What follows belongs to an exercise in optimizing a design on an open flow for small area, a short achievable clock period and few clock cycles per item; a production flow would make more cautious choices.
At most, simulation tests tie the RTL to the original design; equivalence was not proved.

## sw_top
module sw_top (
    input  logic        clk,
    input  logic        reset,
    input  logic        valid_i,
    input  logic [1:0]  ref_base_i,
    input  logic [1:0]  query_base_i,
    output logic        finish_o,
    output logic [20:0] result_o
);
    localparam int P = sw_pkg::PE_COUNT;
    localparam int W = sw_pkg::HW;
    logic         shift;
    logic [1:0]   beat_rb;
    logic         replay_start;
    logic         replay;
    logic         replay_f;
    logic [1:0]   replay_rb;
    logic         kill;
    logic         s_f;
    logic [1:0]   s_rb;
    logic [P-1:0] cap;
    logic [1:0]   bq;
    logic         a_f;
    logic [W-1:0] a_cbs;
    logic [5:0]   a_cbi;
    logic [W-1:0] a_a1;
    logic [W-1:0] a_a;
    sw_ctrl #(.P (P)) u_ctrl (
        .clk (clk), .reset (reset), .valid_i (valid_i),
        .ref_base_i (ref_base_i), .query_base_i (query_base_i),
        .replay_i (replay), .replay_f_i (replay_f), .replay_rb_i (replay_rb),
        .shift_o (shift), .beat_rb_o (beat_rb), .replay_start_o (replay_start),
        .kill_o (kill), .f_o (s_f), .rb_o (s_rb), .cap_o (cap), .bq_o (bq)
    );
    sw_seq_store #(.W (2), .DEPTH (sw_pkg::REF_LEN)) u_ref_store (
        .clk (clk), .shift_i (shift), .data_i (beat_rb), .tail_o (replay_rb)
    );
    sw_sweep_counter u_replay (
        .clk (clk), .reset (reset), .start_i (replay_start),
        .active_o (replay), .first_o (replay_f)
    );
  ...
Size: about 1700 flip-flops, about 29 I/O pins.
export LEC_CHECK = 0
export CAP_MARGIN = 20
export CORE_MARGIN = 2
export CORE_UTILIZATION = 60
export CTS_BUF_LIST = sky130_fd_sc_hd__clkbuf_4 sky130_fd_sc_hd__clkbuf_8
export SLEW_MARGIN = 20
create_clock -name core_clock -period 11.0 [get_ports {clk}]
run.sh (not shown) runs the stock make flow with config.mk's settings and CLKGATE_MAP_FILE= SYNTH_SCRIPT=/design/flow/synth_recipe.tcl, a recipe that flattens the netlist after the stock synthesis.
Testbench counts at the start, summed over its fixed seeds: cycles 14,600, alignments 128.
Next try:
- CORE_UTILIZATION: 60 -> 40
- CTS_BUF_LIST: sky130_fd_sc_hd__clkbuf_4 sky130_fd_sc_hd__clkbuf_8 -> unset
Via count shrinks slightly.
Final cell count grows by a few percent.
Flip-flop and latch count is unchanged.


sw_top, a different RTL version from the one above (not shown whole).
Size in the first run: about 7800 cells after synthesis, roughly 1600 flip-flops, about 29 I/O pins.
clock: 11.0 ns
lec_check: 0
cap_margin: 20
core_margin: 2
core_utilization: 40
slew_margin: 20
The first run finished clean.
Testbench counts at the start, summed over its fixed seeds: cycles 14,600, alignments 128.
Next try:
==> flow/flow/run.sh (new file) <==
#!/bin/bash
# The standard layout, with a faster buffer on each input and output port
# (buffer_ports otherwise picks a slow delay buffer that sets the period).
set -euo pipefail
export BUFFER_PORTS_ARGS="-buffer_cell sky130_fd_sc_hd__buf_4"
bash standard.sh > standard.log 2>&1
==> flow/standard.sh (new file) <==
#!/bin/bash
# synth_recipe.tcl (not shown) runs the flow's synth.tcl, then flattens the netlist and writes it again
# the make line also repeats each setting of config.mk as NAME=value (left out here)
make -C /OpenROAD-flow-scripts/flow DESIGN_CONFIG=/design/flow/config.mk WORK_HOME=/design/flow/orfs CLKGATE_MAP_FILE= SYNTH_SCRIPT=/design/flow/synth_recipe.tcl "${@:-finish}"
ABC_AREA = 1   (was default)
removed: flow/run.sh
=> Synthesized area went down by 5.3%. Register-to-register slack is about the same. Global-route usage went down by 0.94 points.


sw_top, a different RTL version from the one above (not shown whole).
For scale: roughly 1600 flip-flops, about 70000 um2 of cells after synthesis.
export LEC_CHECK = 0
export ABC_AREA = 1
export CAP_MARGIN = 20
export CORE_MARGIN = 2
export CORE_UTILIZATION = 65
export CTS_CLUSTER_DIAMETER = 150
export CTS_CLUSTER_SIZE = 24
export SLEW_MARGIN = 20
create_clock -name core_clock -period 11.0 [get_ports {clk}]
standard.sh (not shown) runs the stock make flow with config.mk's settings and CLKGATE_MAP_FILE= SYNTH_SCRIPT=/design/flow/synth_recipe.tcl, a recipe that flattens the netlist after the stock synthesis.
==> flow/flow/run.sh <==
#!/bin/bash
# The standard layout, with a faster buffer on each input and output port
# (buffer_ports otherwise picks a slow delay buffer that sets the period).
set -euo pipefail
export BUFFER_PORTS_ARGS="-buffer_cell sky130_fd_sc_hd__buf_2"
bash standard.sh > standard.log 2>&1
Testbench counts at the start, summed over its fixed seeds: cycles 14,472, alignments 128.
Edit:
--- a/flow/flow/run.sh
+++ b/flow/flow/run.sh
@@ -4,3 +4,3 @@
 set -euo pipefail
-export BUFFER_PORTS_ARGS="-buffer_cell sky130_fd_sc_hd__buf_2"
+export BUFFER_PORTS_ARGS="-buffer_cell sky130_fd_sc_hd__buf_4"
 bash standard.sh > standard.log 2>&1
- CTS_CLUSTER_DIAMETER: 150 -> not set
- CTS_CLUSTER_SIZE: 24 -> not set
Effect: Fmax shrinks by about 3%; critical path depth does not change; worst hold slack barely changes; register-to-register slack loses 0.04 ns.


lane 1:
sw_top again, from the RTL that the note above started with.
Settings: LEC_CHECK=0, ABC_AREA=1, CAP_MARGIN=20, CORE_MARGIN=2, CORE_UTILIZATION=65, CTS_CLUSTER_DIAMETER=150, CTS_CLUSTER_SIZE=24, SLEW_MARGIN=20; clock period 11.0 ns.
==> flow/flow/run.sh <==
#!/bin/bash
# The standard layout, with a faster buffer on each input and output port
# (buffer_ports otherwise picks a slow delay buffer that sets the period).
set -euo pipefail
export BUFFER_PORTS_ARGS="-buffer_cell sky130_fd_sc_hd__buf_4"
bash standard.sh > standard.log 2>&1
Testbench counts of lane 1, summed over its fixed seeds: cycles 14,472, alignments 128.
Modified inputs, lane 2 compared to lane 1
- a change of CTS_CLUSTER_SIZE from 24 to 28
- a change of CORE_UTILIZATION from 65 to 75
## What came out
Looking at initial detailed-routing violation count across both flows, lane 2 is the weaker of the two, with lane 1 ahead.
Comparing lane 1 against lane 2, there is no change at all in buffer and inverter count on the worst path.
Lane 1 → lane 2: maximum frequency from static timing analysis closely matched the old numbers, worst hold slack increased by 3.7 ps relative to the old numbers, sequential share of layout area increased by 0.27 points relative to the old numbers, share of layout cells above drive strength 1 closely matched the old numbers.
Lane 2 vs. lane 1: final worst setup slack went down by 7.8 ps.
Changes in lane 3 relative to lane 2:
- a deleted CTS_CLUSTER_DIAMETER that had been 150
- a change of CORE_UTILIZATION from 75 to 65
- a change of CTS_CLUSTER_SIZE from 28 to 24
## What came out
- | final standard cell utilization of the core | lane 3 vs lane 2 | 6.6 points lower |
- In the reports for lane 2 and lane 3, the smaller relative area of clock buffers and inverters in the final design belongs to lane 2.
- Total length of routed wires is lower on lane 2


job 624:
sw_top, a different RTL version from the one above (not shown whole).
For scale: roughly 1,600 flip-flops, ~29 I/O pins, roughly 71,000 µm² of cells after synthesis.
==> flow/config.mk <==
export PLATFORM = sky130hd
export DESIGN_NAME = sw_top
export DESIGN_NICKNAME = sw_top
export VERILOG_FILES = /design/flow/design.v
export SDC_FILE = /design/flow/constraint.sdc
export NUM_CORES = 4
export LEC_CHECK = 0
export ABC_AREA = 1
export CAP_MARGIN = 20
export CORE_MARGIN = 2
export CORE_UTILIZATION = 40
export SLEW_MARGIN = 20
==> flow/constraint.sdc <==
create_clock -name core_clock -period 11.0 [get_ports {clk}]
set_input_delay 2.2000 -clock core_clock [delete_from_list [all_inputs] [get_ports {clk}]]
set_output_delay 2.2000 -clock core_clock [all_outputs]
set_load 0.01 [all_outputs]
==> flow/flow/run.sh <==
#!/bin/bash
# The standard layout, with a faster buffer on each input and output port
# (buffer_ports otherwise picks a slow delay buffer that sets the period), and
# timing repair that aims at a shorter period than the 11 ns the constraints
# give, since the period reached counts. The constraints are unchanged.
set -euo pipefail
export BUFFER_PORTS_ARGS="-buffer_cell sky130_fd_sc_hd__buf_4"
bash standard.sh SETUP_SLACK_MARGIN=7.6 finish > standard.log 2>&1
Relative to job 624, the following input files were edited for job 7349:
==> flow/flow/run.sh <==
#!/bin/bash
# The standard layout, with a faster buffer on each input and output port
# (buffer_ports otherwise picks a slow delay buffer that sets the period).
set -euo pipefail
export BUFFER_PORTS_ARGS="-buffer_cell sky130_fd_sc_hd__buf_4"
bash standard.sh > standard.log 2>&1
Results
- Job 624 and job 7349 ended up with nearly the same area occupied by multi-input gates.
- For job 624, the critical path capture point was result_o[7], unlike job 7349, where it was result_o[0].
- Compared job 624 against job 7349; design area within noise.
- On total routed wirelength, job 624 and job 7349 are basically level.
No functional check of the RTL was part of any run of this note.

[what the ideal ports hide]
The flow's constraints put no driver on any port. The routed layouts listed below were extracted and timed again, unchanged, in two steps. Step 1, drivers: a clkbuf_16 drives clk and a buf_2 each remaining input, both assumed. Step 2, shift: input delay + t, output delay - t, t = (earliest + latest rising clock arrival at the registers) / 2. This alone moves slack from input paths to output paths. Slacks: no drivers / after step 1 / after step 2; pairs: no drivers / after step 1.
run	shift t [ns]	slack for setup (ns)	clock arrival spread, ns	slew at the worst register clock pin (ns)
the first run of note 1	1.034	6.807 / 6.731 / 6.500	0.055 / 0.055	0.07 / 0.07
the second run of note 1	0.897	6.993 / 6.906 / 6.536	0.063 / 0.063	0.07 / 0.07
the first run of note 2	0.883	7.010 / 6.927 / 6.678	0.029 / 0.029	0.06 / 0.06
the second run of note 2	0.841	7.435 / 7.355 / 7.322	0.027 / 0.027	0.07 / 0.07
the first run of note 3	0.738	7.602 / 7.533 / 7.235	0.034 / 0.034	0.10 / 0.10
the second run of note 3	0.821	7.502 / 7.431 / 7.306	0.025 / 0.024	0.06 / 0.06
lane 1	0.748	7.592 / 7.513 / 7.343	0.034 / 0.033	0.10 / 0.10
lane 2	0.732	7.585 / 7.514 / 7.302	0.025 / 0.025	0.11 / 0.11
lane 3	0.815	7.509 / 7.439 / 7.311	0.019 / 0.019	0.06 / 0.06
job 624	0.874	7.477 / 7.390 / 7.279	0.038 / 0.038	0.07 / 0.07
job 7349	0.864	7.490 / 7.398 / 7.250	0.025 / 0.024	0.07 / 0.07
After both steps setup and hold are still met in every run listed. The setup slack of the second run of note 1, which loses most, moves by -0.087 ns with the drivers and by -0.457 ns with both steps.
